What follows belongs to an exercise in optimizing a design on an open flow for small area, a short achievable clock period and few clock cycles; a production flow would make more cautious choices. In this exercise RTL edits were held to simulation tests only and were not proved equivalent to the original. Power is estimated from default activity; no workload was simulated.

File: flow/flow/run.sh
#!/bin/bash
# Standard layout with two changes: the port buffers are the smallest plain buffer instead
# of the delay buffer buffer_ports picks by default (repair may still upsize them), and the
# clock tree is built from smaller buffers without dummy loads.
set -o pipefail
export BUFFER_PORTS_ARGS="-buffer_cell sky130_fd_sc_hd__buf_1"
export CTS_ARGS="-sink_clustering_enable -repair_clock_nets -buf_list sky130_fd_sc_hd__clkbuf_4 -dont_use_dummy_load -sink_clustering_size 30 -sink_clustering_max_diameter 80"
bash standard.sh > standard.log 2>&1
File: flow/standard.sh
#!/bin/bash
# synth_recipe.tcl (not shown) runs the flow's synth.tcl, then flattens the netlist and writes it again
# the make line also repeats each setting of config.mk as NAME=value (left out here)
make -C /OpenROAD-flow-scripts/flow DESIGN_CONFIG=/design/flow/config.mk WORK_HOME=/design/flow/orfs CLKGATE_MAP_FILE= SYNTH_SCRIPT=/design/flow/synth_recipe.tcl "${@:-finish}"
File: flow/config.mk
export PLATFORM = sky130hd
export DESIGN_NAME = tlv_digest_list_validator
export DESIGN_NICKNAME = tlv_digest_list_validator
export VERILOG_FILES = /design/flow/design.v
export SDC_FILE = /design/flow/constraint.sdc
export NUM_CORES = 4
export LEC_CHECK = 0
export CAP_MARGIN = 20
export CORE_MARGIN = 2
export CORE_UTILIZATION = 40
export SETUP_SLACK_MARGIN = 3.1
export SLEW_MARGIN = 20
File: flow/constraint.sdc
create_clock -name core_clock -period 6.0 [get_ports {clk}]
set_input_delay 1.2000 -clock core_clock [delete_from_list [all_inputs] [get_ports {clk}]]
set_output_delay 1.2000 -clock core_clock [all_outputs]
set_load 0.01 [all_outputs]
File: flow/design.v
package tlv_pkg;
	localparam logic [4:0] ALGO_COUNT   = 5'd20;
	localparam logic [2:0] HDR_BYTES    = 3'd6;
	localparam logic [1:0] OUTER_FIELDS = 2'd3;
	localparam logic [1:0] INNER_FIELDS = 2'd2;
	localparam logic [1:0] KIND_OTHER  = 2'd0;
	localparam logic [1:0] KIND_DIGEST = 2'd1;
	localparam logic [1:0] KIND_PATH   = 2'd2;
	typedef struct packed {
		logic        first;
		logic [31:0] total_length;
		logic [7:0]  data_byte;
	} tlv_in_t;
	typedef struct packed {
		logic [1:0] byte_kind;
		logic [7:0] value_byte;
		logic [4:0] algo_code;
		logic       done_res;
		logic       status;
	} tlv_res_t;
	function automatic logic [6:0] digest_size(input logic [4:0] algo);
		logic [6:0] s;
		begin
			case (algo)
				5'd0, 5'd1, 5'd8, 5'd14:                  s = 7'd16;
				5'd2, 5'd3, 5'd15:                        s = 7'd20;
				5'd16:                                    s = 7'd24;
				5'd7:                                     s = 7'd28;
				5'd4, 5'd9, 5'd11, 5'd17, 5'd18:          s = 7'd32;
				5'd10:                                    s = 7'd40;
				5'd5, 5'd12:                              s = 7'd48;
				5'd6, 5'd13, 5'd19:                       s = 7'd64;
				default:                                  s = 7'd0;
			endcase
			digest_size = s;
		end
	endfunction
endpackage
module tlv_digest_list_validator (
	input  logic        clk,
	input  logic        arst_n,
	input  logic        s_axis_tvalid,
	output logic        s_axis_tready,
	input  logic [39:0] s_axis_tdata,   
	input  logic        s_axis_tuser,   
	output logic        m_axis_tvalid,
	input  logic        m_axis_tready,
	output logic [15:0] m_axis_tdata,   
	output logic [2:0]  m_axis_tuser,   
	output logic        m_axis_tlast    
);
	logic        first;
	logic [31:0] tl;
	logic [7:0]  b;
	assign first = s_axis_tuser;
	assign tl    = s_axis_tdata[31:0];
	assign b     = s_axis_tdata[39:32];
	logic        open_q, failed_q, vld_q;
	logic [4:0]  algo_q;
	logic [31:0] ot_q, il_q, vl_q;
	logic [2:0]  hc_q;
	logic [1:0]  field_q;
	logic        fb_q, nest_q, val_q, pf_q;
	logic [1:0]  kind_q;
	logic [7:0]  byte_q;
	logic        done_q;
	logic take;
	assign s_axis_tready = !vld_q || m_axis_tready;
	assign take          = s_axis_tvalid && s_axis_tready;
	logic [31:0] avail, len;
	logic [23:0] len_hi;
	logic        hi_gt, hi_eq, lo_ge;
	logic        hdr_end_out, hc0, hc1, hc5, len0, len_ge, dig_bad, fail_end, fail_c, enter_nest;
	logic        ol_one, il_one, vl_one, vl_two;
	assign avail  = nest_q ? il_q : ot_q;           
	assign len    = {vl_q[23:0], b};                
	assign hc0    = (hc_q == 3'd0);
	assign hc1    = (hc_q == 3'd1);
	assign hc5    = (hc_q == 3'd5);
	assign len0   = (len == 32'd0);
	assign len_hi = vl_q[23:0];
	assign hi_gt  = (len_hi > avail[31:8]);
	assign hi_eq  = (len_hi == avail[31:8]);
	assign lo_ge  = (b >= avail[7:0]);
	assign len_ge = hi_gt || (hi_eq && lo_ge);
	assign ol_one = pf_q ? (ot_q == 32'd2) : (ot_q == 32'd1);    
	assign il_one = (il_q == 32'd1);
	assign vl_one = (vl_q == 32'd1);
	assign vl_two = (vl_q == 32'd2);
	assign dig_bad = (algo_q >= tlv_pkg::ALGO_COUNT)
		|| (len != {25'd0, tlv_pkg::digest_size(algo_q)});
	assign fail_end = fb_q || len_ge || (!len0 && (nest_q
		? (field_q == 2'd0 && dig_bad)
		: ((field_q == 2'd0 && len != 32'd2) || (field_q == 2'd1 && len != 32'd4))));
	assign fail_c = val_q
		? (!nest_q && field_q == 2'd0 && vl_one && (fb_q || b >= 8'd20))
		: (hc0 ? (avail < 32'd6) : (hc5 && fail_end));
	assign enter_nest = !val_q && hc5 && !nest_q && field_q == 2'd2 && !len0;
	assign hdr_end_out = !val_q && hc5 && !nest_q;
	function automatic logic [31:0] dec(input logic [31:0] x, input logic t);
		logic z;
		z = 1'b1;
		for (int i = 0; i < 32; i++) begin
			dec[i] = x[i] ^ (t && z);
			z = z && !x[i];
		end
	endfunction
	logic [31:0] ot_d, il_d, vl_d, ot_hi;
	logic [2:0]  hc_d;
	logic [1:0]  field_d, kind_d;
	logic [4:0]  algo_d;
	logic        fb_d, nest_d, val_d, open_d, failed_d, done_d, algo_ok;
	assign algo_ok = open_q && !failed_q && val_q && !nest_q && field_q == 2'd0 && vl_one
		&& !fb_q && b < 8'd20;
	always_comb begin
		ot_hi   = dec({1'b0, ot_q[31:1]}, take && (pf_q || !ot_q[0]));
		ot_d    = (take && first) ? tl : {ot_hi[30:0], ot_q[0] ^ (take && !pf_q)};
		il_d    = (take && hdr_end_out) ? len : dec(il_q, take);   
		vl_d    = (take && !(val_q && !first)) ? len : dec(vl_q, take);
		field_d = (!val_q && hc1) ? b[1:0] : field_q;
		if (first) begin
			open_d   = (tl[31:1] != 31'd0);
			done_d   = (tl[31:1] == 31'd0);
			failed_d = (tl[31:3] == 29'd0) && (tl[2:0] != 3'd0) && (tl[2:0] < 3'd6);
			algo_d   = tlv_pkg::ALGO_COUNT;
			nest_d   = 1'b0;
			val_d    = 1'b0;
			hc_d     = 3'd1;
			fb_d     = (b != 8'd0);
			kind_d   = tlv_pkg::KIND_OTHER;
		end else begin
			open_d   = open_q && !ol_one;
			done_d   = open_q && ol_one;
			failed_d = failed_q || (open_q && fail_c);
			algo_d   = algo_ok ? b[4:0] : algo_q;
			nest_d   = enter_nest || (nest_q && !il_one);
			if (val_q) begin
				val_d = !vl_one;
				hc_d  = 3'd0;
				fb_d  = (b != 8'd0);
			end else begin
				val_d = hc5 && !len0 && !enter_nest;
				hc_d  = hc5 ? 3'd0 : hc_q + 3'd1;
				fb_d  = hc0 ? (b != 8'd0)
					: hc1 ? (fb_q || b >= (nest_q ? {6'd0, tlv_pkg::INNER_FIELDS}
					                               : {6'd0, tlv_pkg::OUTER_FIELDS}))
					: fb_q;
			end
			if (open_q && !failed_q && val_q && nest_q)
				kind_d = (field_q == 2'd0) ? tlv_pkg::KIND_DIGEST : tlv_pkg::KIND_PATH;
			else
				kind_d = tlv_pkg::KIND_OTHER;
		end
	end
	always_ff @(posedge clk or negedge arst_n) begin
		if (!arst_n) begin
			open_q   <= 1'b0;
			failed_q <= 1'b0;
			algo_q   <= tlv_pkg::ALGO_COUNT;
			vld_q    <= 1'b0;
		end else begin
			if (take) begin
				open_q   <= open_d;
				failed_q <= failed_d;
				algo_q   <= algo_d;
			end
			vld_q <= take || (vld_q && !m_axis_tready);
		end
	end
	always_ff @(posedge clk) begin
		ot_q <= ot_d;
		il_q <= il_d;
		vl_q <= vl_d;
		if (take) begin
			pf_q    <= first;
			hc_q    <= hc_d;
			field_q <= field_d;
			fb_q    <= fb_d;
			nest_q  <= nest_d;
			val_q   <= val_d;
			kind_q  <= kind_d;
			byte_q  <= (kind_d != tlv_pkg::KIND_OTHER) ? b : 8'd0;
			done_q  <= done_d;
		end
	end
	assign m_axis_tvalid = vld_q;
	assign m_axis_tdata  = {3'd0, algo_q, byte_q};
	assign m_axis_tuser  = {failed_q, kind_q};
	assign m_axis_tlast  = done_q;
endmodule
==> summary.md, run 1 <==
| Metric | Value |
|---|---|
| RSZ-0062 raised after global routing | `yes` |
| Grt ovf | `0` |
| Area added between synthesis and finish | `10.4%` |
| DRC | `0` |
| DRT Pass-1 Iters | `5` |
| Hold slack | `0.504 ns` |
| Post-route setup slack | `roughly 3.1 ns` |
| Clock sinks | `roughly 120` |
| Largest net degree at the start of global routing | `between 60 and 70` |
| Die W | `~140 um` |
| Pre-CTS setup slack | `~2.4 ns` |
| DR WL/cell | `16.9 um` |
| Crit path kind | `in2reg` |
| Initial Utilization | `0.410` |
| #FFs+latches synth | `124` |
| Final wirelength | `19600 um` |
| Most common cell after layout, fill and taps aside | `nor2_1` |
| Root buffer cell | `clkbuf_4` |
| Worst-skew pair later-pin latency | `0.54 ns` |
| Endpoints failing hold | `0` |
| Core Box Area | `18000 um2` |
| Final setup violation count | `0` |
| Worst setup EP type | `register` |
| Syn_area_per_cell | `~8.4 um2` |
| Max frequency | `~350 MHz` |
| Yosys warning count | `1` |
| Synthesized area | `between 7000 and 8000 um2` |
| Max-Cap Viols | `0` |
| Num CTS Buffers | `17` |
| HP Class | `reg2reg` |
| Die area | `between 15000 and 20000 um2` |
| Io pins | `67` |
| TNS Setup | `0 ns` |
| Slew @ Worst Pin | `roughly 0.75 ns` |
| Vias post-DR | `between 6000 and 7000` |
| Area contributors post-synth | `dfxtp_1, edfxtp_1, ha_1, xnor2_1, nor2_1` |
| Antenna cells | `0` |
| CTS Hold Bufs | `0` |
| Most frequent cells in the layout | `nor2_1, dfxtp_1, nand2_1, a21oi_1, buf_1` |
| Fraction of registers with async set/reset | `0.0645` |
| Post-DRT Antenna Nets | `0` |
| Ratio of final minimum period to clock period | `0.478` |
| Number of I/O port buffers | `63` |
| Unique masters post-synth | `63` |
| Pwr dens | `~310 nW/um2` |
| Vias in the first global route | `6054` |
| HPWL after DPL | `roughly 14000 um` |
| Layout Nets | `about 1000` |
| Leakage | `a little under 0.003 uW` |
| Final min period | `2.87 ns` |
| Layout cell share with drive strength beyond 1 | `0.0762` |
| Rel. slew slack | `0.501` |
| Initial antenna violation count | `0` |
| Cell taking the most area after synthesis | `dfxtp_1` |
| Final Cell Area | `about 8000 um2` |
| Setup Skew | `around 0.038 ns` |
| Iter 0 DRT Violations | `approximately 440` |
| Top FF cell, synth | `dfxtp_1` |
| CP Max Fanout | `7` |
| H-Tree Depth | `4` |
| Clock transition at path regs | `roughly 0.10 ns` |
| Status | `complete, no violations` |
| Type of origin of the critical path | `primary input` |
| Critical path required time | `6.40 ns` |
| Gate Count Post-Synth | `876` |
| All-Layer GR Usage | `0.204` |
| Filler Cells Inserted | `roughly 1900` |
| Die H | `~140 um` |
| Seq/Total Area, Yosys | `0.369` |
| CTS tree | `built` |
| FP Rows | `49` |
| Max-slew violation count | `0` |
| Vias per std cell | `approximately 5.5` |
| First-pass GRT wire length | `approximately 32000 um` |
| CTS max path bufs | `2` |
| Dpl cell area | `around 7800 um2` |
| Final GP Congestion | `0.837` |
| VDD IR max | `0.143 mV` |
| EDFF count, synth | `20` |
| Arrival time worst endpoint | `between 3 and 4 ns` |
| Synth top area share | `0.260` |
## worst max-delay path: stages
cell and delay (ns):
buf_1 0.29, inv_1 0.18, ha_1 0.31, nand2b_1 0.15, a21o_1 0.18, a211oi_1 0.26
o21ai_0 0.16, a211o_1 0.31, o211ai_1 0.10, a31oi_1 0.12
## synthesized netlist by cell type, types with 12 or more instances
| cell type | count |
|---|---|
| inv_1 | 17 |
| nor4_1 | 29 |
| nor2_1 | 124 |
| edfxtp_1 | 20 |
| xor2_1 | 26 |
| nand4_1 | 15 |
| mux2i_1 | 33 |
| ha_1 | 45 |
| a21oi_1 | 68 |
| nand3_1 | 15 |
| nand2_1 | 71 |
| dfxtp_1 | 96 |
| clkbuf_1 | 34 |
| nor3_1 | 38 |
| o21ai_0 | 45 |
| a31oi_1 | 12 |
| xnor2_1 | 54 |
## sequential cells by signal, summed over array words and instances (netlist names), 2 cells and up
signal   cells
il_q        32
byte_q       8
hc_q         3
ot_q        32
kind_q       2
field_q      2
vl_q        32
algo_q       5
## path summary, 6_finish.rpt
check,start,endpoint,slack [ns],cells past startpoint
hold / removal,il_q[3],il_q[3],0.50,2
hold reg to reg,il_q[3],il_q[3],0.50,2
max in group asynchronous,arst_n,algo_q[4],5.01,1
setup / recovery,s_axis_tdata[32],failed_q,3.13,10
setup reg to reg,nest_q,failed_q,3.15,11
min in group asynchronous,arst_n,algo_q[3],0.60,1
## repair_timing
action,in CTS,in global routing
setup endpoints to repair,38,10
buffers inserted,4,7
resized for setup,13,16
gates cloned,0,1
hold endpoints to repair,0,0
pin swaps,1,3
## where the power goes
group	internal, uW	switching (uW)	leakage [uW]
sequential	1060	307	0.00110
combinational	389	403	0.00177
clock	129	274	0.0000782
## final cells by class
cell class	count	area, um2	share of cell area
Clock buffer	17	128	0.0157
Inverter	18	70.1	0.00860
Multi-Input combinational cell	694	4550	0.558
Sequential cell	124	2730	0.334
Tap cell	229	287	0.0351
Timing Repair Buffer	79	392	0.0480
## kinds of logic after synthesis
family | Yosys count | share of synthesized area
AND/OR/NAND/NOR | 357 | 0.236
multiplexers | 36 | 0.0493
XOR/XNOR | 80 | 0.0949
other | 1 | 0.000508
flip-flops | 124 | 0.369
adder cells (fa/ha/maj) | 45 | 0.0763
AO/OA/AOI/OAI | 173 | 0.141
buffers and inverters | 60 | 0.0332
## per-stage QoR
stage	std cells	total power (uW)	utilization
after floorplan	878	1870	-
after global routing	1161	2760	0.452
final	1161	2560	0.452
after global placement	1132	2110	0.433
after CTS	1153	2540	0.444
after detailed placement	1132	2120	0.433
## per-layer routing
| layer | global-route usage | vias to the layer above | wire length [um] | part of all wire |
|---|---|---|---|---|
| met2 | 0.327 | 125 | 9030 | 0.46 |
| met5 | 0 | - | 0 | 0 |
| li1 | - | 3236 | - | - |
| met1 | 0.283 | 3019 | 9450 | 0.48 |
| met4 | 0.0453 | 0 | 242 | 0.012 |
| met3 | 0.0427 | 20 | 854 | 0.044 |
Testbench counts, summed over its fixed seeds: cycles 61,216.
==> inputs of run 2 (changes only) <==
==> flow/flow/run.sh (replaced) <==
#!/bin/bash
# Standard layout with two changes: the port buffers are the smallest plain buffer instead
# of the delay buffer buffer_ports picks by default (repair may still upsize them), and the
# clock tree is built from smaller buffers without dummy loads.
set -o pipefail
export BUFFER_PORTS_ARGS="-buffer_cell sky130_fd_sc_hd__buf_1"
export CTS_ARGS="-sink_clustering_enable -repair_clock_nets -buf_list sky130_fd_sc_hd__clkbuf_8 -dont_use_dummy_load"
bash standard.sh > standard.log 2>&1
--- a/flow/config.mk
+++ b/flow/config.mk
@@ -8,5 +8,5 @@
 export CAP_MARGIN = 20
 export CORE_MARGIN = 2
 export CORE_UTILIZATION = 40
-export SETUP_SLACK_MARGIN = 3.1
+export SETUP_SLACK_MARGIN = 3.5
 export SLEW_MARGIN = 20
==> summary.md, run 2 <==
| Metric | Value |
|---|---|
| Die area | `19600 um2` |
| DR WL/cell | `about 18 um` |
| Final min period | `approximately 2.7 ns` |
| Pwr dens | `roughly 310 nW/um2` |
| Most common cell after layout, fill and taps aside | `nor2_1` |
| Initial antenna violation count | `0` |
| Vias post-DR | `~6800` |
| Syn_area_per_cell | `between 8 and 9 um2` |
| Synth top area share | `0.260` |
| Die H | `roughly 140 um` |
| Antenna cells | `0` |
| RSZ-0062 raised after global routing | `yes` |
| Final setup violation count | `0` |
| Worst setup EP type | `output port` |
| Area added between synthesis and finish | `20.7%` |
| Io pins | `67` |
| Post-Synth Adder-Cell Area | `0.0763` |
| Grt ovf | `0` |
| Number of I/O port buffers | `between 60 and 70` |
| Initial Utilization | `0.410` |
| Top FF cell, synth | `dfxtp_1` |
| Hold slack | `approximately 0.52 ns` |
| Layout Nets | `~1100` |
| Cell taking the most area after synthesis | `dfxtp_1` |
| Status | `complete, no violations` |
| Largest family of logic cells by synthesized area | `simple AND/OR/NAND/NOR gates` |
| Iter 0 DRT Violations | `around 440` |
| Die W | `around 140 um` |
| EDFF count, synth | `20` |
| DRT Pass-1 Iters | `5` |
| Critical path required time | `~4.8 ns` |
| Max-slew violation count | `0` |
| VDD IR max | `~0.25 mV` |
| Largest net degree at the start of global routing | `between 60 and 70` |
| CTS tree | `built` |
| Post-route setup slack | `approximately 3.3 ns` |
| Setup Skew | `~0.024 ns` |
| Rel. slew slack | `0.510` |
| Max frequency | `365 MHz` |
| Most frequent cells in the layout | `nor2_1, dfxtp_1, a21oi_1, nand2_1, buf_1` |
| Crit path kind | `in2out` |
| Area contributors post-synth | `dfxtp_1, edfxtp_1, ha_1, xnor2_1, nor2_1` |
| Clock sinks | `between 100 and 150` |
| Arrival time worst endpoint | `1.54 ns` |
| Vias in the first global route | `around 6300` |
| Post-DRT Antenna Nets | `0` |
| Clock transition at path regs | `around 0.06 ns` |
| Slew @ Worst Pin | `0.735 ns` |
| Layout cell share with drive strength beyond 1 | `0.169` |
| Yosys warning count | `1` |
| Top-count cell post-synth | `nor2_1` |
| Synth Area in Compound Gates | `0.141` |
| Num CTS Buffers | `17` |
| Unique masters post-synth | `63` |
| First-pass GRT wire length | `roughly 34000 um` |
| Gate Count Post-Synth | `876` |
| Ratio of final minimum period to clock period | `0.457` |
| Final wirelength | `21700 um` |
| All-Layer GR Usage | `0.215` |
| Synth Area in Simple Gates | `0.236` |
| CTS Hold Bufs | `0` |
| H-Tree Depth | `4` |
| Core Box Area | `approximately 18000 um2` |
| HPWL after DPL | `14300 um` |
| DRC | `0` |
| Pre-CTS setup slack | `between 2 and 2.5 ns` |
| Most common library cells after synthesis | `nor2_1, dfxtp_1, nand2_1, a21oi_1, xnor2_1` |
| Type of origin of the critical path | `primary input` |
| CP Max Fanout | `2` |
| CTS max path bufs | `2` |
| Endpoints failing hold | `0` |
| FP Rows | `49` |
| Vias per std cell | `between 5 and 6` |
| Root buffer cell | `clkbuf_8` |
| Synthesized area | `approximately 7400 um2` |
| HP Class | `reg2reg` |
| Mux share of post-synthesis cell area | `0.0493` |
| TNS Setup | `0 ns` |
| Fraction of registers with async set/reset | `0.0645` |
| Max-Cap Viols | `0` |
| Worst-skew pair later-pin latency | `0.45 ns` |
| Xor-xnor portion of the synthesized cell area | `0.0949` |
| Leakage | `0.00329 uW` |
| #FFs+latches synth | `between 100 and 150` |
| Largest registers | `il_q x32, ot_q x32, vl_q x32` |
| Seq/Total Area, Yosys | `0.369` |
| Final GP Congestion | `between 0.8 and 0.9` |
[run 2: layer usage]
layer  share of wire  global-route usage  wire, um  up-vias
li1                -                   -         -     3307
met4           0.021              0.0758       450        0
met3           0.049              0.0440      1070       31
met2            0.46               0.338     10100      190
met5               0                   0         0        -
met1            0.47               0.295     10100     3240
[run 2: final cells by class]
class	instances	area, um2
fill	1788	9110
multi-input combinational	697	4840
sequential	124	2760
timing repair buffer	109	707
tap	229	287
clock buffer	17	234
inverter	18	80.1
timing repair inverter	1	8.76
[run 2: what timing repair did]
action,4_1_cts,5_1_grt
cloned,3,3
setup buffers,21,20
gates resized for setup,54,51
endpoints found under the setup margin,82,62
pin swaps,17,19
[run 2: cells by family after synthesis]
logic type,Yosys count
xor gates and xnor gates,80
and+or+nand+nor,357
AOI/OAI and AO/OA,173
muxes,36
other,1
adders and majority gates,45
DFF,124
buffers and inverters,60
[run 2: stage by stage]
step | total power [uW] | instances | util | instance area [um2]
after floorplan | 1890 | 878 | - | 7540
after global placement | 2120 | 1131 | 0.437 | 7870
after detailed placement | 2130 | 1131 | 0.437 | 7870
after CTS | 2740 | 1172 | 0.473 | 8520
after global routing | 3000 | 1195 | 0.494 | 8910
final | 2800 | 1195 | 0.494 | 8910
[run 2: final timing paths]
| check | slack (ns) | start | depth (start not counted) | to |
|---|---|---|---|---|
| worst max-delay path | 3.26 | m_axis_tready | 3 | s_axis_tready |
| worst min-delay path | 0.52 | il_q[2] | 2 | il_q[2] |
| worst max register to register | 3.30 | nest_q | 11 | failed_q |
| worst min register to register | 0.52 | il_q[2] | 2 | il_q[2] |
| max in group asynchronous | 4.85 | arst_n | 1 | vld_q |
| min in group asynchronous | 0.74 | arst_n | 1 | algo_q[3] |
[run 2: power breakdown]
group          switching [uW]  internal (uW)  total (uW)
clock network             288            248         536
registers                 332           1070        1400
logic                     436            428         864
[run 2: worst max-delay path, stage by stage]
cell	delay (ns)
buf_1	0.07
nand2b_4	0.15
buf_6	0.12
==> inputs of run 3 (changes only) <==
--- a/flow/config.mk
+++ b/flow/config.mk
@@ -8,5 +8,5 @@
 export CAP_MARGIN = 20
 export CORE_MARGIN = 2
 export CORE_UTILIZATION = 40
-export SETUP_SLACK_MARGIN = 3.5
+export SETUP_SLACK_MARGIN = 3.7
 export SLEW_MARGIN = 20
==> summary.md, run 3 <==
| Metric | Value |
|---|---|
| Status | `complete, no violations` |
| Max-Cap Viols | `0` |
| Final min period | `~2.7 ns` |
| Cell taking the most area after synthesis | `dfxtp_1` |
| DRC | `0` |
| Most common cell after layout, fill and taps aside | `nor2_1` |
| Vias in the first global route | `6403` |
| Synth Area in Simple Gates | `0.236` |
| Initial antenna violation count | `0` |
| Filler Cells Inserted | `1732` |
| Setup Skew | `0.0256 ns` |
| Die H | `140 um` |
| Num CTS Buffers | `17` |
| Root buffer cell | `clkbuf_8` |
| Synth top area share | `0.260` |
| Initial Utilization | `0.410` |
| Grt ovf | `0` |
| CTS max path bufs | `2` |
| All-Layer GR Usage | `0.226` |
| Pwr dens | `roughly 300 nW/um2` |
| Worst setup EP type | `register` |
| RSZ-0062 raised after global routing | `yes` |
| Worst R2R Path Depth | `10` |
| FP Rows | `between 40 and 50` |
| Iter 0 DRT Violations | `between 500 and 600` |
| Reg-to-reg endpoint | `failed_q` |
| Leakage | `approximately 0.0036 uW` |
| Inst Count DP | `1131` |
| Hold slack | `a little over 0.5 ns` |
| CTS tree | `built` |
| Final wirelength | `22900 um` |
| VDD IR max | `0.193 mV` |
| Area added between synthesis and finish | `30.0%` |
| Fraction of registers with async set/reset | `0.0645` |
| Endpoints failing hold | `0` |
| Rel. slew slack | `0.539` |
| Largest registers | `il_q x32, ot_q x32, vl_q x32` |
| Most frequent cells in the layout | `nor2_1, dfxtp_1, a21oi_1, nand2_1, buf_1` |
| First-pass GRT wire length | `34900 um` |
| Area contributors post-synth | `dfxtp_1, edfxtp_1, ha_1, xnor2_1, nor2_1` |
| Most used cell, CP | `a2111oi_2` |
| Crit path kind | `reg2reg` |
| Ratio of final minimum period to clock period | `0.458` |
| Worst Hold Launch | `il_q[3]` |
| Core Box Area | `18000 um2` |
| Slew @ Worst Pin | `~0.7 ns` |
| HP Class | `reg2reg` |
| Seq/Total Area, Yosys | `0.369` |
| Non-Filler Instances | `1227` |
| Arrival time worst endpoint | `between 3 and 4 ns` |
| Die area | `19600 um2` |
| Synthesized area | `7380 um2` |
| CTS Hold Bufs | `0` |
| Type of origin of the critical path | `register` |
| Layout Nets | `roughly 1100` |
| #FFs+latches synth | `124` |
| Cell family with most CP delay | `compound AO/OA/AOI/OAI gates` |
| Buf/Inv on CP | `1` |
| DRT Pass-1 Iters | `5` |
| HPWL after DPL | `around 14000 um` |
| EDFF count, synth | `20` |
| CP peak stage delay | `around 0.4 ns` |
| Worst-skew pair later-pin latency | `0.45 ns` |
| Critical path required time | `6.30 ns` |
| DR WL/cell | `18.7 um` |
| Mux share of post-synthesis cell area | `0.0493` |
| Antenna cells | `0` |
| Syn_area_per_cell | `about 8.4 um2` |
| Max-slew violation count | `0` |
| Register area | `~2800 um2` |
| Final GP Congestion | `around 0.9` |
| Crit path max-delay cell type | `edfxtp_1` |
| Die W | `140 um` |
| CP Max Fanout | `5` |
| Xor-xnor portion of the synthesized cell area | `0.0949` |
| Clock transition at path regs | `approximately 0.06 ns` |
| Layout cell share with drive strength beyond 1 | `0.238` |
| Largest net degree at the start of global routing | `64` |
| Top FF cell, synth | `dfxtp_1` |
| Most common library cells after synthesis | `nor2_1, dfxtp_1, nand2_1, a21oi_1, xnor2_1` |
| Reg2reg start | `nest_q` |
| Max frequency | `364 MHz` |
| Largest family of logic cells by synthesized area | `simple AND/OR/NAND/NOR gates` |
| Post-Synth Adder-Cell Area | `0.0763` |
| Final setup violation count | `0` |
| Hold Path Stages | `2` |
| Post-DRT Antenna Nets | `0` |
| TNS Setup | `0 ns` |
| Unique masters post-synth | `63` |
| Number of I/O port buffers | `63` |
| Min-Delay Endpoint | `il_q[3]` |
| Top-count cell post-synth | `nor2_1` |
| FF-to-FF setup slack | `roughly 3.3 ns` |
| Io pins | `67` |
| Yosys warning count | `1` |
| Vias post-DR | `roughly 7000` |
| Worst-path cell chain | `buf_8 > mux2i_4 > ha_4 > a211oi_2 > nor2_1 > o31a_1 > a2111oi_2 > o21ai_1 > a2111oi_2 > a31oi_1` |
| Gate Count Post-Synth | `a little under 900` |
| Area taken by multi-input logic gates | `roughly 5200 um2` |
| Synth Area in Compound Gates | `0.141` |
| H-Tree Depth | `4` |
| Vias per std cell | `approximately 5.7` |
| Clock sinks | `around 120` |
run 3: cell counts after synthesis:
Identical to the previous run, type by type.
run 3: per-stage QoR:
step / power (uW) / setup slack (ns) / util / instance area (um2)
CTS: 2780 / 3.25 / 0.489 / 8810
global route: 3110 / 3.14 / 0.533 / 9600
detailed placement: 2140 / 2.40 / 0.437 / 7880
floorplan: 1890 / 3.17 / - / 7560
finish: 2910 / 3.25 / 0.533 / 9600
global placement: 2130 / 2.49 / 0.437 / 7880
run 3: what timing repair did:
item,in CTS,in global routing
buffers inserted,29,42
resized for setup,103,98
pin swaps,31,62
setup endpoints to repair,112,69
cloned,6,2
run 3: cell families after synthesis:
| logic type | count (synthesis) |
|---|---|
| AOI/OAI and AO/OA | 173 |
| DFF | 124 |
| other | 1 |
| adders and majority gates | 45 |
| and+or+nand+nor | 357 |
| buffers and inverters | 60 |
| xor gates and xnor gates | 80 |
| muxes | 36 |
run 3: area by class of cell:
| cell class | instances | share of cell area |
|---|---|---|
| clock buffers | 17 | 0.0244 |
| repair buffers | 140 | 0.107 |
| well taps | 229 | 0.0298 |
| inverters | 18 | 0.00834 |
| flip-flops and latches | 124 | 0.287 |
| multi-input cells | 698 | 0.542 |
| repair inverters | 1 | 0.000652 |
run 3: how the worst max path moves through the flow:
stage                              from        to  depth (start not counted)
after detailed placement         nest_q  failed_q                          9
after CTS                        nest_q  failed_q                         11
after floorplan           m_axis_tready  vl_q[29]                          9
final                            nest_q  failed_q                         10
after global routing             nest_q  failed_q                         10
after global placement     s_axis_tuser  failed_q                          5
run 3: layer usage:
layer  vias to the layer above  track usage  routed length (um)  share of wire
met5                         -            0                   0              0
met4                         0       0.0784                 511          0.022
met3                        37       0.0385                1450          0.063
met2                       235        0.346               10600           0.46
met1                      3361        0.321               10400           0.45
li1                       3385            -                   -              -
run 3: where the power goes:
part	internal (uW)	switching, uW	leakage (uW)	total, uW
logic	459	461	0.00237	920
clock network	248	293	0.000122	542
registers	1070	380	0.00109	1450
run 3: worst reg2reg max path, cell delays in order, from the launching register on:
cell       delay [ns]
edfxtp_1         0.41
buf_8            0.16
mux2i_4          0.28
ha_4             0.24
a211oi_2         0.24
nor2_1           0.07
o31a_1           0.31
a2111oi_2        0.20
o21ai_1          0.18
a2111oi_2        0.38
a31oi_1          0.13
==> inputs of run 4 (changes only) <==
--- a/flow/config.mk
+++ b/flow/config.mk
@@ -8,5 +8,5 @@
 export CAP_MARGIN = 20
 export CORE_MARGIN = 2
 export CORE_UTILIZATION = 40
-export SETUP_SLACK_MARGIN = 3.7
+export SETUP_SLACK_MARGIN = 3.2
 export SLEW_MARGIN = 20
==> summary.md, run 4 <==
| Metric | Value |
|---|---|
| Largest family of logic cells by synthesized area | `simple AND/OR/NAND/NOR gates` |
| Die area | `19600 um2` |
| Clock transition at path regs | `approximately 0.060 ns` |
| TNS Setup | `0 ns` |
| Largest net degree at the start of global routing | `65` |
| CTS tree | `built` |
| Inst Count DP | `~1100` |
| Crit path max-delay cell type | `a2111oi_0` |
| Fin util | `0.465` |
| Filler Cells Inserted | `between 1500 and 2000` |
| Post-Synth Adder-Cell Area | `0.0763` |
| Leakage | `0.00306 uW` |
| Rel. slew slack | `0.540` |
| Status | `complete, no violations` |
| Top FF cell, synth | `dfxtp_1` |
| Vias in the first global route | `approximately 5900` |
| Io pins | `67` |
| Most frequent cells in the layout | `nor2_1, dfxtp_1, nand2_1, a21oi_1, buf_1` |
| Synth Area in Compound Gates | `0.141` |
| #FFs+latches synth | `between 100 and 150` |
| Gate Count Post-Synth | `just under 900` |
| CTS max path bufs | `2` |
| Arrival time worst endpoint | `between 3 and 4 ns` |
| Crit path kind | `in2reg` |
| Grt ovf | `0` |
| Area contributors post-synth | `dfxtp_1, edfxtp_1, ha_1, xnor2_1, nor2_1` |
| H-Tree Depth | `4` |
| Non-Filler Instances | `1168` |
| Max-slew violation count | `0` |
| HPWL after DPL | `roughly 14000 um` |
| Layout cell share with drive strength beyond 1 | `0.0905` |
| Antenna cells | `0` |
| Max frequency | `~350 MHz` |
| Core Box Area | `between 15000 and 20000 um2` |
| Iter 0 DRT Violations | `a little under 500` |
| VDD IR max | `between 0.15 and 0.2 mV` |
| Xor-xnor portion of the synthesized cell area | `0.0949` |
| All-Layer GR Usage | `0.201` |
| Area added between synthesis and finish | `13.5%` |
| Mux share of post-synthesis cell area | `0.0493` |
| Worst-path cell chain | `buf_1 > nor4_2 > nand4_1 > a2111oi_0 > nand2_1 > o21ai_0 > a31oi_1 > a31oi_1` |
| Yosys warning count | `1` |
| CP Max Fanout | `2` |
| Final setup violation count | `0` |
| Synthesized area | `7380 um2` |
| Die H | `about 140 um` |
| Final min period | `2.84 ns` |
| DR WL/cell | `17.3 um` |
| Top-count cell post-synth | `nor2_1` |
| Vias post-DR | `~6500` |
| Slew @ Worst Pin | `0.690 ns` |
| Most common library cells after synthesis | `nor2_1, dfxtp_1, nand2_1, a21oi_1, xnor2_1` |
| Num CTS Buffers | `17` |
| Vias per std cell | `between 5 and 6` |
| Final wirelength | `just over 20000 um` |
| CTS Hold Bufs | `0` |
| Fraction of registers with async set/reset | `0.0645` |
| Synth top area share | `0.260` |
| Number of I/O port buffers | `63` |
| Post-DRT Antenna Nets | `0` |
| Area taken by multi-input logic gates | `4600 um2` |
| Root buffer cell | `clkbuf_8` |
| Synth Area in Simple Gates | `0.236` |
| Unique masters post-synth | `63` |
| Layout Nets | `1031` |
| Seq/Total Area, Yosys | `0.369` |
| Most common cell after layout, fill and taps aside | `nor2_1` |
| Endpoints failing hold | `0` |
| Type of origin of the critical path | `primary input` |
| Syn_area_per_cell | `8.43 um2` |
| Worst-skew pair later-pin latency | `0.44 ns` |
| Initial antenna violation count | `0` |
| Worst setup EP type | `register` |
| Pwr dens | `approximately 320 nW/um2` |
| Critical path required time | `6.35 ns` |
| Largest registers | `il_q x32, ot_q x32, vl_q x32` |
| Buf/Inv on CP | `1` |
| Max-Cap Viols | `0` |
| HP Class | `reg2reg` |
| Hold slack | `approximately 0.51 ns` |
| Most used cell, CP | `a31oi_1` |
| Final GP Congestion | `approximately 0.86` |
| Post-route setup slack | `approximately 3.2 ns` |
| Setup Skew | `approximately 0.015 ns` |
| FP Rows | `about 50` |
| CP peak stage delay | `about 0.46 ns` |
| Ratio of final minimum period to clock period | `0.473` |
| Pre-CTS setup slack | `2.27 ns` |
| Register area | `approximately 2700 um2` |
| RSZ-0062 raised after global routing | `yes` |
| Cell taking the most area after synthesis | `dfxtp_1` |
| EDFF count, synth | `20` |
| Die W | `roughly 140 um` |
| First-pass GRT wire length | `roughly 31000 um` |
| Initial Utilization | `0.410` |
| DRC | `0` |
| DRT Pass-1 Iters | `5` |
| Clock sinks | `approximately 120` |
| Cell family with most CP delay | `compound AO/OA/AOI/OAI gates` |
run 4: changes by cell type in the layout (fill, tap and decap cells not counted), moves of 9 or more:
cell,previous run,this run
buf_6,22,2
dfxtp_2,10,0
buf_4,50,17
nor2_1,115,124
nor3_1,22,35
nor4_4,13,2
dfxtp_1,81,96
nor4_1,13,24
run 4: worst paths after layout:
| path | from | end | slack [ns] | cells past startpoint |
|---|---|---|---|---|
| worst max register to register | nest_q | failed_q | 3.24 | 11 |
| worst max-delay path | s_axis_tdata[30] | failed_q | 3.16 | 8 |
| max in group asynchronous | arst_n | failed_q | 4.78 | 1 |
| worst min register to register | il_q[3] | il_q[3] | 0.51 | 2 |
| worst min-delay path | il_q[3] | il_q[3] | 0.51 | 2 |
| min in group asynchronous | arst_n | algo_q[3] | 0.77 | 1 |
run 4: metal layers:
layer  up-vias  global-route usage  share of wire
met3        25              0.0509          0.052
met2       146               0.320           0.45
li1       3251                   -              -
met5         -                   0              0
met4         0              0.0526          0.019
met1      3031               0.272           0.48
run 4: cells by family after synthesis:
logic type / after synthesis
other cells: 1
simple gates: 357
mux: 36
buf+inv: 60
xor+xnor: 80
compound gates: 173
flops: 124
fa+ha+maj: 45
run 4: report_power, final:
group          internal (uW)  switching (uW)  total [uW]  leakage, uW
Combinational            393             401         794      0.00184
Sequential              1060             314        1380      0.00110
Clock                    249             288         537     0.000122
Total                   1700            1000        2710      0.00306
run 4: timing repair:
action | CTS | global route
setup buffers | 7 | 10
hold endpoints to repair | 0 | 0
setup endpoints to repair | 47 | 13
gates resized for setup | 10 | 27
cloned | 0 | 3
pin swaps | 2 | 9
run 4: metrics by stage:
step,power (uW),area [um2]
detailed placement,2120,7820
CTS,2670,8140
finish,2710,8380
floorplan,1880,7460
global placement,2110,7820
global route,2900,8380
run 4: cell type report:
type / count / share of cell area
repair buffers: 85 / 0.0551
well taps: 229 / 0.0342
clock buffers: 17 / 0.0279
inverters: 18 / 0.00866
multi-input cells: 695 / 0.549
flip-flops and latches: 124 / 0.325
run 4: worst reg2reg max path, cell delays in order (launching register included):
cell	delay (ns)
edfxtp_1	0.43
buf_6	0.16
clkbuf_16	0.15
buf_4	0.14
mux2i_1	0.14
ha_1	0.28
nand3_1	0.08
or4_4	0.52
nor3_4	0.21
nand2_2	0.09
a2111oi_4	0.28
a31oi_1	0.12
==> inputs of run 5 (changes only) <==
--- a/flow/config.mk
+++ b/flow/config.mk
@@ -8,5 +8,5 @@
 export CAP_MARGIN = 20
 export CORE_MARGIN = 2
 export CORE_UTILIZATION = 40
-export SETUP_SLACK_MARGIN = 3.2
+export SETUP_SLACK_MARGIN = 3.4
 export SLEW_MARGIN = 20
==> summary.md, run 5 <==
| Metric | Value |
|---|---|
| Synthesized area | `approximately 7400 um2` |
| HPWL after DPL | `between 10000 and 15000 um` |
| Worst R2R Path Depth | `12` |
| Setup Skew | `0.0184 ns` |
| Core Box Area | `about 18000 um2` |
| Worst setup EP type | `output port` |
| Total power draw | `around 2800 uW` |
| Leakage | `between 0.003 and 0.004 uW` |
| Grt ovf | `0` |
| Cell family with most CP delay | `buffers and inverters` |
| Type of origin of the critical path | `primary input` |
| HP Class | `reg2reg` |
| All-Layer GR Usage | `0.208` |
| CP Max Fanout | `2` |
| Crit path depth | `3` |
| Seq/Total Area, Yosys | `0.369` |
| Post-route setup slack | `about 3.3 ns` |
| Most common library cells after synthesis | `nor2_1, dfxtp_1, nand2_1, a21oi_1, xnor2_1` |
| Ratio of final minimum period to clock period | `0.458` |
| DR WL/cell | `about 18 um` |
| Arrival time worst endpoint | `1.55 ns` |
| Filler Cells Inserted | `approximately 1800` |
| Final setup violation count | `0` |
| CP peak stage delay | `0.15 ns` |
| Clock transition at path regs | `approximately 0.060 ns` |
| FP Rows | `slightly below 50` |
| #FFs+latches synth | `around 120` |
| Gate Count Post-Synth | `around 900` |
| Pwr dens | `318 nW/um2` |
| Synth top area share | `0.260` |
| Root buffer cell | `clkbuf_8` |
| Crit path max-delay cell type | `nand2b_4` |
| Yosys warning count | `1` |
| TNS Setup | `0 ns` |
| Die W | `between 100 and 150 um` |
| Critical path required time | `4.80 ns` |
| EDFF count, synth | `20` |
| Status | `complete, no violations` |
| Initial antenna violation count | `0` |
| Non-Filler Instances | `1178` |
| Number of I/O port buffers | `63` |
| Top-count cell post-synth | `nor2_1` |
| Vias post-DR | `6634` |
| Iter 0 DRT Violations | `400` |
| Cell taking the most area after synthesis | `dfxtp_1` |
| Die H | `around 140 um` |
| Final wirelength | `between 20000 and 25000 um` |
| Layout Nets | `about 1000` |
| Inst Count DP | `around 1100` |
| First-pass GRT wire length | `around 32000 um` |
| Post-DRT Antenna Nets | `0` |
| DRC | `0` |
| RSZ-0062 raised after global routing | `yes` |
| Vias in the first global route | `slightly above 6000` |
| Area taken by multi-input logic gates | `between 4000 and 5000 um2` |
| Rel. slew slack | `0.553` |
| Pre-CTS setup slack | `2.41 ns` |
| Vias per std cell | `5.63` |
| Final GP Congestion | `between 0.8 and 0.9` |
| Layout cell share with drive strength beyond 1 | `0.128` |
| VDD IR max | `between 0.15 and 0.2 mV` |
| Clock sinks | `124` |
| Max frequency | `between 300 and 400 MHz` |
| Largest net degree at the start of global routing | `65` |
| Io pins | `67` |
| Fraction of registers with async set/reset | `0.0645` |
| Endpoints failing hold | `0` |
| CTS tree | `built` |
| Antenna cells | `0` |
| Area added between synthesis and finish | `17.3%` |
| Max-Cap Viols | `0` |
| Largest registers | `il_q x32, ot_q x32, vl_q x32` |
| DRT Pass-1 Iters | `5` |
| Area contributors post-synth | `dfxtp_1, edfxtp_1, ha_1, xnor2_1, nor2_1` |
| Buf/Inv on CP | `2` |
| Crit path kind | `in2out` |
| CTS max path bufs | `2` |
| Slew @ Worst Pin | `between 0.6 and 0.7 ns` |
| Initial Utilization | `0.410` |
| Register area | `2740 um2` |
| H-Tree Depth | `4` |
| Most frequent cells in the layout | `nor2_1, dfxtp_1, nand2_1, a21oi_1, buf_1` |
| Most common cell after layout, fill and taps aside | `nor2_1` |
| Max-slew violation count | `0` |
| Die area | `between 15000 and 20000 um2` |
| Syn_area_per_cell | `around 8.4 um2` |
| Worst-skew pair later-pin latency | `about 0.45 ns` |
| Final min period | `2.75 ns` |
| Worst-path cell chain | `buf_1 > nand2b_4 > buf_6` |
| Top FF cell, synth | `dfxtp_1` |
| Num CTS Buffers | `17` |
| Hold Path Stages | `2` |
| Unique masters post-synth | `63` |
==> run 5: cell counts after synthesis <==
No cell type changed its count.
==> run 5: tightest hold or removal path: stages, from the launching register on <==
cell and delay (ns):
dfxtp_1 0.33, nand2_1 0.06, a31oi_1 0.08
==> run 5: kinds of logic (layout without fill, tap and decap cells) <==
kind of cell,count (synthesis),count (layout),share of synthesized area
xor+xnor,80,80,0.0949
compound gates,173,173,0.141
buf+inv,60,129,0.0332
fa+ha+maj,45,45,0.0763
other cells,1,3,0.000508
mux,36,36,0.0493
simple gates,357,359,0.236
flops,124,124,0.369
==> run 5: cell type report <==
cell class,count,share of cell area
clock buffers,17,0.0270
repair buffers,93,0.0641
flip-flops and latches,124,0.316
inverters,18,0.00925
repair inverters,1,0.00101
well taps,229,0.0331
multi-input cells,696,0.550
==> run 5: repair_timing <==
action	CTS	global route
buffers inserted	18	7
setup endpoints to repair	69	36
hold buffers	0	0
pin swaps	8	17
resized for setup	32	40
gates cloned	2	3
==> run 5: metrics by stage <==
step,utilization,hold WS (ns),instance area (um2)
6_report,0.480,0.513,8660
5_1_grt,0.480,0.532,8660
4_1_cts,0.466,0.508,8410
3_5_place_dp,0.436,0.493,7860
3_3_place_gp,0.436,0.498,7860
2_1_floorplan,-,0.464,7530
==> run 5: path summary, 6_finish.rpt <==
check | start | end | slack, ns
worst min-delay path | il_q[3] | il_q[3] | 0.51
worst min register to register | il_q[3] | il_q[3] | 0.51
max in group asynchronous | arst_n | open_q | 4.82
worst max register to register | nest_q | failed_q | 3.27
min in group asynchronous | arst_n | failed_q | 0.75
worst max-delay path | m_axis_tready | s_axis_tready | 3.25
==> run 5: power breakdown <==
group	total, uW	leakage, uW	internal (uW)	switching (uW)
Sequential	1400	0.00110	1070	339
Clock	538	0.000122	249	290
Combinational	810	0.00195	400	410
Total	2750	0.00317	1710	1040
==> run 5: layer usage <==
metal / global-route usage / vias up / wire [um] / part of all wire
li1: - / 3280 / - / -
met1: 0.276 / 3188 / 10100 / 0.48
met2: 0.344 / 137 / 9930 / 0.47
met3: 0.0430 / 29 / 788 / 0.037
met4: 0.0563 / 0 / 340 / 0.016
met5: 0 / - / 0 / 0
==> inputs of run 6 (changes only) <==
--- a/flow/config.mk
+++ b/flow/config.mk
@@ -8,5 +8,5 @@
 export CAP_MARGIN = 20
 export CORE_MARGIN = 2
 export CORE_UTILIZATION = 40
-export SETUP_SLACK_MARGIN = 3.4
+export SETUP_SLACK_MARGIN = 3.1
 export SLEW_MARGIN = 20
==> summary.md, run 6 <==
| Metric | Value |
|---|---|
| DRT Pass-1 Iters | `7` |
| Setup Skew | `between 0.02 and 0.025 ns` |
| Clock transition at path regs | `~0.07 ns` |
| Status | `complete, no violations` |
| Non-Filler Instances | `about 1200` |
| H-Tree Depth | `4` |
| DRC | `0` |
| Pwr dens | `327 nW/um2` |
| Io pins | `between 60 and 70` |
| Critical path required time | `6.31 ns` |
| Yosys warning count | `1` |
| Rel. slew slack | `0.479` |
| Die W | `about 140 um` |
| Mux share of post-synthesis cell area | `0.0493` |
| Inst Count DP | `between 1000 and 1500` |
| Vias per std cell | `5.59` |
| Antenna cells | `0` |
| VDD IR max | `0.183 mV` |
| CTS max path bufs | `2` |
| FP Rows | `approximately 50` |
| Filler Cells Inserted | `1840` |
| Clock sinks | `124` |
| Worst-path cell chain | `buf_4 > buf_4 > mux2_2 > ha_1 > nand2b_1 > a21o_1 > a211oi_1 > o21ai_0 > a211o_1 > o211ai_1 > a31oi_1` |
| Most used cell, CP | `buf_4` |
| Post-Synth Adder-Cell Area | `0.0763` |
| Max-slew violation count | `0` |
| Worst-skew pair later-pin latency | `between 0.4 and 0.5 ns` |
| CTS tree | `built` |
| CP peak stage delay | `approximately 0.42 ns` |
| Type of origin of the critical path | `register` |
| Top-count cell post-synth | `nor2_1` |
| Hold slack | `between 0.5 and 0.6 ns` |
| First-pass GRT wire length | `31800 um` |
| Vias post-DR | `around 6500` |
| CP Max Fanout | `20` |
| Most common library cells after synthesis | `nor2_1, dfxtp_1, nand2_1, a21oi_1, xnor2_1` |
| Cell taking the most area after synthesis | `dfxtp_1` |
| Cell family with most CP delay | `compound AO/OA/AOI/OAI gates` |
| Max-Cap Viols | `0` |
| Iter 0 DRT Violations | `around 460` |
| Core Box Area | `about 18000 um2` |
| Root buffer cell | `clkbuf_8` |
| Final wirelength | `just under 20000 um` |
| Initial Utilization | `0.410` |
| EDFF count, synth | `20` |
| Largest net degree at the start of global routing | `65` |
| Synth top area share | `0.260` |
| Ratio of final minimum period to clock period | `0.477` |
| Layout cell share with drive strength beyond 1 | `0.0713` |
| Arrival time worst endpoint | `around 3.2 ns` |
| Final setup violation count | `0` |
| Slew @ Worst Pin | `between 0.7 and 0.8 ns` |
| Synthesized area | `approximately 7400 um2` |
| Seq/Total Area, Yosys | `0.369` |
| Leakage | `a little under 0.003 uW` |
| Vias in the first global route | `just over 6000` |
| HPWL after DPL | `approximately 14000 um` |
| Die H | `approximately 140 um` |
| Syn_area_per_cell | `roughly 8.4 um2` |
| HP Class | `reg2reg` |
| Endpoints failing hold | `0` |
| Number of I/O port buffers | `63` |
| Layout Nets | `1018` |
| DR WL/cell | `17.1 um` |
| Die area | `roughly 20000 um2` |
| Xor-xnor portion of the synthesized cell area | `0.0949` |
| TNS Setup | `0 ns` |
| Buf/Inv on CP | `2` |
| Synth Area in Simple Gates | `0.236` |
| Most frequent cells in the layout | `nor2_1, dfxtp_1, nand2_1, a21oi_1, buf_1` |
| Final min period | `about 2.9 ns` |
| RSZ-0062 raised after global routing | `yes` |
| Most common cell after layout, fill and taps aside | `nor2_1` |
| Grt ovf | `0` |
| Post-DRT Antenna Nets | `0` |
| Area added between synthesis and finish | `11.5%` |
| Num CTS Buffers | `17` |
| Gate Count Post-Synth | `roughly 900` |
| Largest registers | `il_q x32, ot_q x32, vl_q x32` |
| Final GP Congestion | `about 0.84` |
| Top FF cell, synth | `dfxtp_1` |
| Synth Area in Compound Gates | `0.141` |
| Largest family of logic cells by synthesized area | `simple AND/OR/NAND/NOR gates` |
| Unique masters post-synth | `63` |
| Crit path max-delay cell type | `edfxtp_1` |
| Initial antenna violation count | `0` |
| Fraction of registers with async set/reset | `0.0645` |
| #FFs+latches synth | `124` |
| Max frequency | `350 MHz` |
| All-Layer GR Usage | `0.204` |
| Worst setup EP type | `register` |
| Area contributors post-synth | `dfxtp_1, edfxtp_1, ha_1, xnor2_1, nor2_1` |
| Total power draw | `approximately 2700 uW` |
| Crit path kind | `reg2reg` |
| Fin util | `0.457` |
## run 6: layout make-up
class                      instances  area, um2  share of cell area
clock buffer                      17        234              0.0284
inverter                          18       72.6             0.00881
multi-input combinational        694       4570               0.555
sequential                       124       2730               0.331
tap                              229        287              0.0348
timing repair buffer              73        344              0.0418
## run 6: per-layer routing
layer / vias up / global-route usage / part of all wire
met5: - / 0 / 0
met3: 20 / 0.0413 / 0.043
met4: 0 / 0.0500 / 0.014
met2: 167 / 0.327 / 0.46
li1: 3236 / - / -
met1: 3029 / 0.282 / 0.48
## run 6: worst min-delay path: cells and delay by family, from the launching register on
family          cells  cell delay [ns]
simple gates        1             0.07
compound gates      1             0.08
flops               1             0.32
## run 6: logic make-up after synthesis
logic type / Yosys count
compound gates: 173
xor+xnor: 80
fa+ha+maj: 45
buf+inv: 60
flops: 124
mux: 36
other cells: 1
simple gates: 357
## run 6: worst paths after layout
path | from | to | slack, ns | depth (start not counted)
worst max-delay path | nest_q | failed_q | 3.14 | 11
worst min-delay path | il_q[3] | il_q[3] | 0.51 | 2
worst max register to register | nest_q | failed_q | 3.14 | 11
worst min register to register | il_q[3] | il_q[3] | 0.51 | 2
max in group asynchronous | arst_n | algo_q[4] | 4.91 | 1
min in group asynchronous | arst_n | algo_q[3] | 0.71 | 1
## run 6: metrics by stage
stage,instance area (um2),setup slack (ns)
detailed placement,7800,2.37
global route,8230,3.02
floorplan,7430,3.09
CTS,8080,2.85
finish,8230,3.14
global placement,7800,2.41
## run 6: power by group
group	total (uW)	internal [uW]	leakage, uW	switching, uW
Clock	537	248	0.000122	289
Sequential	1370	1060	0.00110	311
Combinational	785	382	0.00175	402
## run 6: timing repair
item	CTS	global route
hold buffers	0	0
setup endpoints to repair	45	11
pin swaps	1	4
buffers inserted	2	3
resized for setup	11	20
cloned	0	1
==> inputs of run 7 (changes only) <==
--- a/flow/config.mk
+++ b/flow/config.mk
@@ -7,6 +7,6 @@
 export LEC_CHECK = 0
 export CAP_MARGIN = 20
 export CORE_MARGIN = 2
-export CORE_UTILIZATION = 40
-export SETUP_SLACK_MARGIN = 3.1
+export CORE_UTILIZATION = 55
+export SETUP_SLACK_MARGIN = 3.3
 export SLEW_MARGIN = 20
==> summary.md, run 7 <==
| Metric | Value |
|---|---|
| Synth top area share | `0.260` |
| Seq/Total Area, Yosys | `0.369` |
| Largest net degree at the start of global routing | `65` |
| Leakage | `approximately 0.0030 uW` |
| Rel. slew slack | `0.421` |
| Worst R2R Path Depth | `11` |
| HPWL after DPL | `14600 um` |
| EDFF count, synth | `20` |
| Slew @ Worst Pin | `between 0.8 and 0.9 ns` |
| Most common cell after layout, fill and taps aside | `nor2_1` |
| Grt ovf | `0` |
| Crit path kind | `reg2reg` |
| Area added between synthesis and finish | `12.7%` |
| Die area | `between 10000 and 15000 um2` |
| Final min period | `2.88 ns` |
| FP Rows | `42` |
| Worst-skew pair later-pin latency | `approximately 0.45 ns` |
| Reg-to-reg endpoint | `failed_q` |
| Worst Hold Launch | `ot_q[30]` |
| Number of I/O port buffers | `63` |
| Layout Nets | `1026` |
| Final GP Congestion | `about 0.91` |
| Min-Delay Endpoint | `ot_q[30]` |
| First-pass GRT wire length | `about 32000 um` |
| Cell family with most CP delay | `compound AO/OA/AOI/OAI gates` |
| Dpl cell area | `7750 um2` |
| Clock transition at path regs | `around 0.080 ns` |
| Cell taking the most area after synthesis | `dfxtp_1` |
| Endpoints failing hold | `0` |
| Top FF cell, synth | `dfxtp_1` |
| Io pins | `67` |
| Pwr dens | `roughly 330 nW/um2` |
| Num CTS Buffers | `17` |
| Max frequency | `about 350 MHz` |
| Core Box Area | `around 13000 um2` |
| Critical path required time | `6.33 ns` |
| Post-DRT Antenna Nets | `0` |
| Die H | `120 um` |
| Most frequent cells in the layout | `nor2_1, dfxtp_1, nand2_1, a21oi_1, buf_1` |
| VDD IR max | `about 0.24 mV` |
| DRT Pass-1 Iters | `5` |
| Clock sinks | `124` |
| Reg2reg start | `nest_q` |
| Top-count cell post-synth | `nor2_1` |
| Status | `complete, no violations` |
| Vias post-DR | `6569` |
| Final Cell Area | `around 8300 um2` |
| Most common library cells after synthesis | `nor2_1, dfxtp_1, nand2_1, a21oi_1, xnor2_1` |
| Hold Path Stages | `2` |
| Setup Skew | `roughly 0.020 ns` |
| Area contributors post-synth | `dfxtp_1, edfxtp_1, ha_1, xnor2_1, nor2_1` |
| H-Tree Depth | `4` |
| Max-slew violation count | `0` |
| Yosys warning count | `1` |
| All-Layer GR Usage | `0.284` |
| Type of origin of the critical path | `register` |
| Fraction of registers with async set/reset | `0.0645` |
| Final wirelength | `19900 um` |
| #FFs+latches synth | `approximately 120` |
| CP peak stage delay | `about 0.5 ns` |
| DR WL/cell | `17.9 um` |
| Antenna cells | `0` |
| Unique masters post-synth | `63` |
| Layout cell share with drive strength beyond 1 | `0.103` |
| Final setup violation count | `0` |
| Worst setup EP type | `register` |
| Root buffer cell | `clkbuf_8` |
| TNS Setup | `0 ns` |
| Iter 0 DRT Violations | `395` |
| DRC | `0` |
| Max-Cap Viols | `0` |
| Worst-path cell chain | `buf_4 > clkbuf_16 > mux2i_1 > ha_1 > buf_4 > a21oi_1 > nor2_1 > a2111oi_2 > o21ai_1 > a2111oi_2 > a31oi_1` |
| Gate Count Post-Synth | `roughly 900` |
| Syn_area_per_cell | `8.43 um2` |
| RSZ-0062 raised after global routing | `yes` |
| Crit path max-delay cell type | `edfxtp_1` |
| CP Max Fanout | `5` |
| HP Class | `reg2reg` |
| Arrival time worst endpoint | `3.21 ns` |
| Die W | `120 um` |
| Ratio of final minimum period to clock period | `0.480` |
| Initial antenna violation count | `0` |
| Largest registers | `il_q x32, ot_q x32, vl_q x32` |
| Vias in the first global route | `6326` |
| CTS max path bufs | `2` |
| Synthesized area | `approximately 7400 um2` |
| Vias per std cell | `between 5 and 6` |
| Initial Utilization | `0.560` |
| CTS tree | `built` |
| Buf/Inv on CP | `3` |
| FF-to-FF setup slack | `just over 3 ns` |
## run 7: cell counts after synthesis
No cell type changed its count.
## run 7: timing repair
item,in CTS,in global routing
setup endpoints to repair,42,28
hold buffers,0,0
cloned,0,1
pin swaps,8,17
setup buffers,9,6
gates resized for setup,24,31
## run 7: worst register-to-register path: stages, from the launching register on
cell       delay (ns)
edfxtp_1         0.49
buf_4            0.20
clkbuf_16        0.15
mux2i_1          0.25
ha_1             0.30
buf_4            0.14
a21oi_1          0.13
nor2_1           0.07
a2111oi_2        0.38
o21ai_1          0.22
a2111oi_2        0.32
a31oi_1          0.13
## run 7: how the worst max path moves through the flow
stage | startpoint | to | slack, ns | cells after the start
after floorplan | m_axis_tready | vl_q[29] | 3.16 | 9
after global placement | m_axis_tready | il_q[2] | 2.58 | 6
after detailed placement | s_axis_tuser | failed_q | 2.43 | 5
after CTS | nest_q | failed_q | 3.08 | 10
after global routing | nest_q | failed_q | 2.97 | 11
final | nest_q | failed_q | 3.12 | 11
## run 7: power by group
part / internal, uW / switching, uW
Sequential: 1070 / 340
Clock: 248 / 281
Combinational: 390 / 400
## run 7: through the flow
step | hold slack, ns | total power, uW | util | instances | setup WS [ns]
after floorplan | 0.464 | 1880 | - | 878 | 3.16
after global placement | 0.489 | 2100 | 0.588 | 1077 | 2.58
after detailed placement | 0.491 | 2140 | 0.588 | 1077 | 2.43
after CTS | 0.503 | 2690 | 0.615 | 1103 | 3.08
after global routing | 0.562 | 2910 | 0.631 | 1110 | 2.97
final | 0.528 | 2730 | 0.631 | 1110 | 3.12
## run 7: final cells by class
type | count | area [um2]
fill | 1180 | 4870
inverter | 18 | 75.1
clock buffer | 17 | 234
tap | 176 | 220
sequential | 124 | 2740
timing repair buffer | 81 | 422
multi-input combinational | 694 | 4630
## run 7: cells by family (layout without fill, tap and decap cells)
logic type      count (synthesis)  in the layout  synth area share
xor+xnor                       80             80            0.0949
simple gates                  357            357             0.236
mux                            36             36            0.0493
buf+inv                        60            116            0.0332
fa+ha+maj                      45             45            0.0763
compound gates                173            173             0.141
other cells                     1              3          0.000508
flops                         124            124             0.369
## run 7: routing by layer
layer  vias up  share of wire  GRT usage
li1       3239              -          -
met1      3122           0.44      0.356
met2       171           0.48      0.476
met3        37          0.047     0.0594
met4         0          0.028      0.116
met5         -              0          0
==> inputs of run 8 (changes only) <==
--- a/flow/config.mk
+++ b/flow/config.mk
@@ -7,6 +7,7 @@
 export LEC_CHECK = 0
 export CAP_MARGIN = 20
 export CORE_MARGIN = 2
-export CORE_UTILIZATION = 55
+export CORE_UTILIZATION = 40
 export SETUP_SLACK_MARGIN = 3.3
 export SLEW_MARGIN = 20
+export TNS_END_PERCENT = 10
==> summary.md, run 8 <==
| Metric | Value |
|---|---|
| TNS Setup | `0 ns` |
| Max-slew violation count | `0` |
| Buf/Inv on CP | `2` |
| Max frequency | `roughly 360 MHz` |
| Synth Area in Compound Gates | `0.141` |
| HPWL after DPL | `around 14000 um` |
| Final setup violation count | `0` |
| Pwr dens | `between 300 and 400 nW/um2` |
| Number of I/O port buffers | `63` |
| Mux share of post-synthesis cell area | `0.0493` |
| Top-count cell post-synth | `nor2_1` |
| DR WL/cell | `approximately 17 um` |
| Max-Cap Viols | `0` |
| Die area | `19600 um2` |
| RSZ-0062 raised after global routing | `yes` |
| Synth top area share | `0.260` |
| Largest net degree at the start of global routing | `65` |
| Worst-skew pair later-pin latency | `0.44 ns` |
| Final min period | `2.80 ns` |
| Die H | `around 140 um` |
| Initial Utilization | `0.410` |
| Initial antenna violation count | `0` |
| Layout cell share with drive strength beyond 1 | `0.0886` |
| Status | `complete, no violations` |
| Area added between synthesis and finish | `13.6%` |
| Largest family of logic cells by synthesized area | `simple AND/OR/NAND/NOR gates` |
| Area contributors post-synth | `dfxtp_1, edfxtp_1, ha_1, xnor2_1, nor2_1` |
| Seq/Total Area, Yosys | `0.369` |
| Vias in the first global route | `6070` |
| FP Rows | `between 40 and 50` |
| Leakage | `a little over 0.003 uW` |
| Core Box Area | `about 18000 um2` |
| Synth Area in Simple Gates | `0.236` |
| Gate Count Post-Synth | `876` |
| HP Class | `reg2reg` |
| Area taken by multi-input logic gates | `4610 um2` |
| Worst setup EP type | `output port` |
| Most frequent cells in the layout | `nor2_1, dfxtp_1, nand2_1, a21oi_1, buf_1` |
| DRC | `0` |
| Vias per std cell | `5.53` |
| CTS Hold Bufs | `0` |
| Syn_area_per_cell | `around 8.4 um2` |
| Cell taking the most area after synthesis | `dfxtp_1` |
| Critical path required time | `4.80 ns` |
| Final GP Congestion | `around 0.84` |
| Worst-path cell chain | `buf_1 > nand2b_4 > buf_2` |
| Arrival time worst endpoint | `approximately 1.6 ns` |
| Clock sinks | `124` |
| Fraction of registers with async set/reset | `0.0645` |
| EDFF count, synth | `20` |
| DRT Pass-1 Iters | `5` |
| Rel. slew slack | `0.561` |
| Crit path max-delay cell type | `nand2b_4` |
| Vias post-DR | `between 6000 and 7000` |
| Num CTS Buffers | `17` |
| Unique masters post-synth | `63` |
| Setup Skew | `between 0.03 and 0.04 ns` |
| Top FF cell, synth | `dfxtp_1` |
| CP peak stage delay | `about 0.17 ns` |
| CTS max path bufs | `2` |
| Crit path kind | `in2out` |
| Register area | `2730 um2` |
| Filler Cells Inserted | `around 1800` |
| Grt ovf | `0` |
| Iter 0 DRT Violations | `between 300 and 400` |
| All-Layer GR Usage | `0.202` |
| Most common library cells after synthesis | `nor2_1, dfxtp_1, nand2_1, a21oi_1, xnor2_1` |
| Cell family with most CP delay | `buffers and inverters` |
| Ratio of final minimum period to clock period | `0.466` |
| #FFs+latches synth | `between 100 and 150` |
| Post-DRT Antenna Nets | `0` |
| CP Max Fanout | `7` |
| Final wirelength | `about 20000 um` |
| VDD IR max | `0.148 mV` |
| First-pass GRT wire length | `~32000 um` |
| Most common cell after layout, fill and taps aside | `nor2_1` |
| Clock transition at path regs | `~0.060 ns` |
| Xor-xnor portion of the synthesized cell area | `0.0949` |
| Post-Synth Adder-Cell Area | `0.0763` |
| Endpoints failing hold | `0` |
| Total power draw | `~2700 uW` |
| Io pins | `67` |
| Die W | `140 um` |
| CTS tree | `built` |
| H-Tree Depth | `4` |
| Slew @ Worst Pin | `approximately 0.65 ns` |
| Type of origin of the critical path | `primary input` |
| Root buffer cell | `clkbuf_8` |
| Layout Nets | `between 1000 and 1500` |
| Synthesized area | `roughly 7400 um2` |
| Antenna cells | `0` |
| Yosys warning count | `1` |
| Largest registers | `il_q x32, ot_q x32, vl_q x32` |
run 8: changes by cell type in the layout (fill, tap and decap cells not counted), sizes merged:
cell,previous run,this run
clkbuf,22,19
bufbuf,0,1
buf,76,81
run 8: layout make-up:
class                           instances  area share
Multi-Input combinational cell        694       0.550
Sequential cell                       124       0.325
Timing Repair Buffer                   84      0.0548
Tap cell                              229      0.0342
Clock buffer                           17      0.0279
Inverter                               18     0.00865
run 8: repair_timing:
item / 4_1_cts / 5_1_grt
buffers inserted: 5 / 10
endpoints found under the hold margin: 0 / 0
cloned: 1 / 1
setup endpoints to repair: 47 / 56
pin swaps: 1 / 10
resized for setup: 6 / 31
run 8: path summary, 6_finish.rpt:
check | start | end | cells past startpoint | slack [ns]
setup / recovery | m_axis_tready | s_axis_tready | 3 | 3.20
hold / removal | il_q[3] | il_q[3] | 2 | 0.51
setup reg to reg | vl_q[17] | algo_q[3] | 7 | 3.26
hold reg to reg | il_q[3] | il_q[3] | 2 | 0.51
max in group asynchronous | arst_n | vld_q | 1 | 4.85
min in group asynchronous | arst_n | algo_q[3] | 1 | 0.73
run 8: metal layers:
layer / GRT usage / vias to the layer above / part of all wire
li1: - / 3253 / -
met1: 0.268 / 3009 / 0.47
met2: 0.335 / 157 / 0.47
met3: 0.0454 / 25 / 0.048
met4: 0.0532 / 0 / 0.014
met5: 0 / - / 0
run 8: cell families (layout without fill, tap and decap cells):
family          Yosys count  in the layout
compound gates          173            173
xor+xnor                 80             80
fa+ha+maj                45             45
buf+inv                  60            119
flops                   124            124
mux                      36             36
other cells               1              3
simple gates            357            357
run 8: worst min-delay path: stages, from the launching register on:
cell and delay (ns):
dfxtp_1 0.33, nand2_1 0.06, a31oi_1 0.07
run 8: where the power goes:
part	internal, uW	total (uW)	switching, uW
registers	1060	1370	312
clock network	249	535	286
logic	398	805	407
run 8: through the flow:
step	util	std cells	worst slack [ns]	cell area, um2	hold slack [ns]
floorplan	-	878	3.16	7450	0.464
global placement	0.434	1132	2.27	7820	0.481
detailed placement	0.434	1132	2.22	7820	0.494
CTS	0.451	1155	3.01	8140	0.502
global route	0.465	1166	3.12	8390	0.530
finish	0.465	1166	3.20	8390	0.509

==> re-timing with driven ports <==
In the flow no input, the clock included, has a driving cell. The finished layouts below were timed again as built, in two steps. Step 1 (the two cells are an assumption about what drives the block):
set clk [get_ports {clk}]
set_driving_cell -lib_cell sky130_fd_sc_hd__clkbuf_16 $clk
set_driving_cell -lib_cell sky130_fd_sc_hd__buf_2 [delete_from_list [all_inputs] $clk]
Step 2 times the ports against the registers' clock, not the clock port: input delays grow and output delays shrink by t, the midpoint of the rising clock arrivals with the driver on. Three values: ideal, step 1, step 2; two values: the first two.
run | t, ns | setup slack, ns | worst hold slack (ns) | worst register clock-pin slew, ns | pins driven straight from the clock port
run 1 | 0.558 | 3.130 / 3.135 / 2.577 | 0.504 / 0.504 / 0.504 | 0.12 / 0.12 | 1
run 2 | 0.475 | 3.259 / 3.237 / 2.904 | 0.518 / 0.518 / 0.518 | 0.08 / 0.08 | 1
run 3 | 0.478 | 3.253 / 3.241 / 2.820 | 0.506 / 0.506 / 0.506 | 0.08 / 0.08 | 1
run 4 | 0.471 | 3.163 / 3.180 / 2.710 | 0.507 / 0.507 / 0.507 | 0.07 / 0.07 | 1
run 5 | 0.484 | 3.253 / 3.232 / 2.897 | 0.513 / 0.513 / 0.513 | 0.07 / 0.07 | 1
run 6 | 0.478 | 3.140 / 3.140 / 2.723 | 0.513 / 0.513 / 0.513 | 0.08 / 0.08 | 1
run 7 | 0.480 | 3.119 / 3.119 / 2.762 | 0.528 / 0.528 / 0.528 | 0.08 / 0.08 | 1
run 8 | 0.464 | 3.202 / 3.182 / 2.802 | 0.509 / 0.509 / 0.509 | 0.08 / 0.08 | 1
After both steps every run listed still meets setup and hold. For run 1, which loses most, drivers alone change the setup slack by +0.005 ns; drivers and shift together by -0.553 ns.
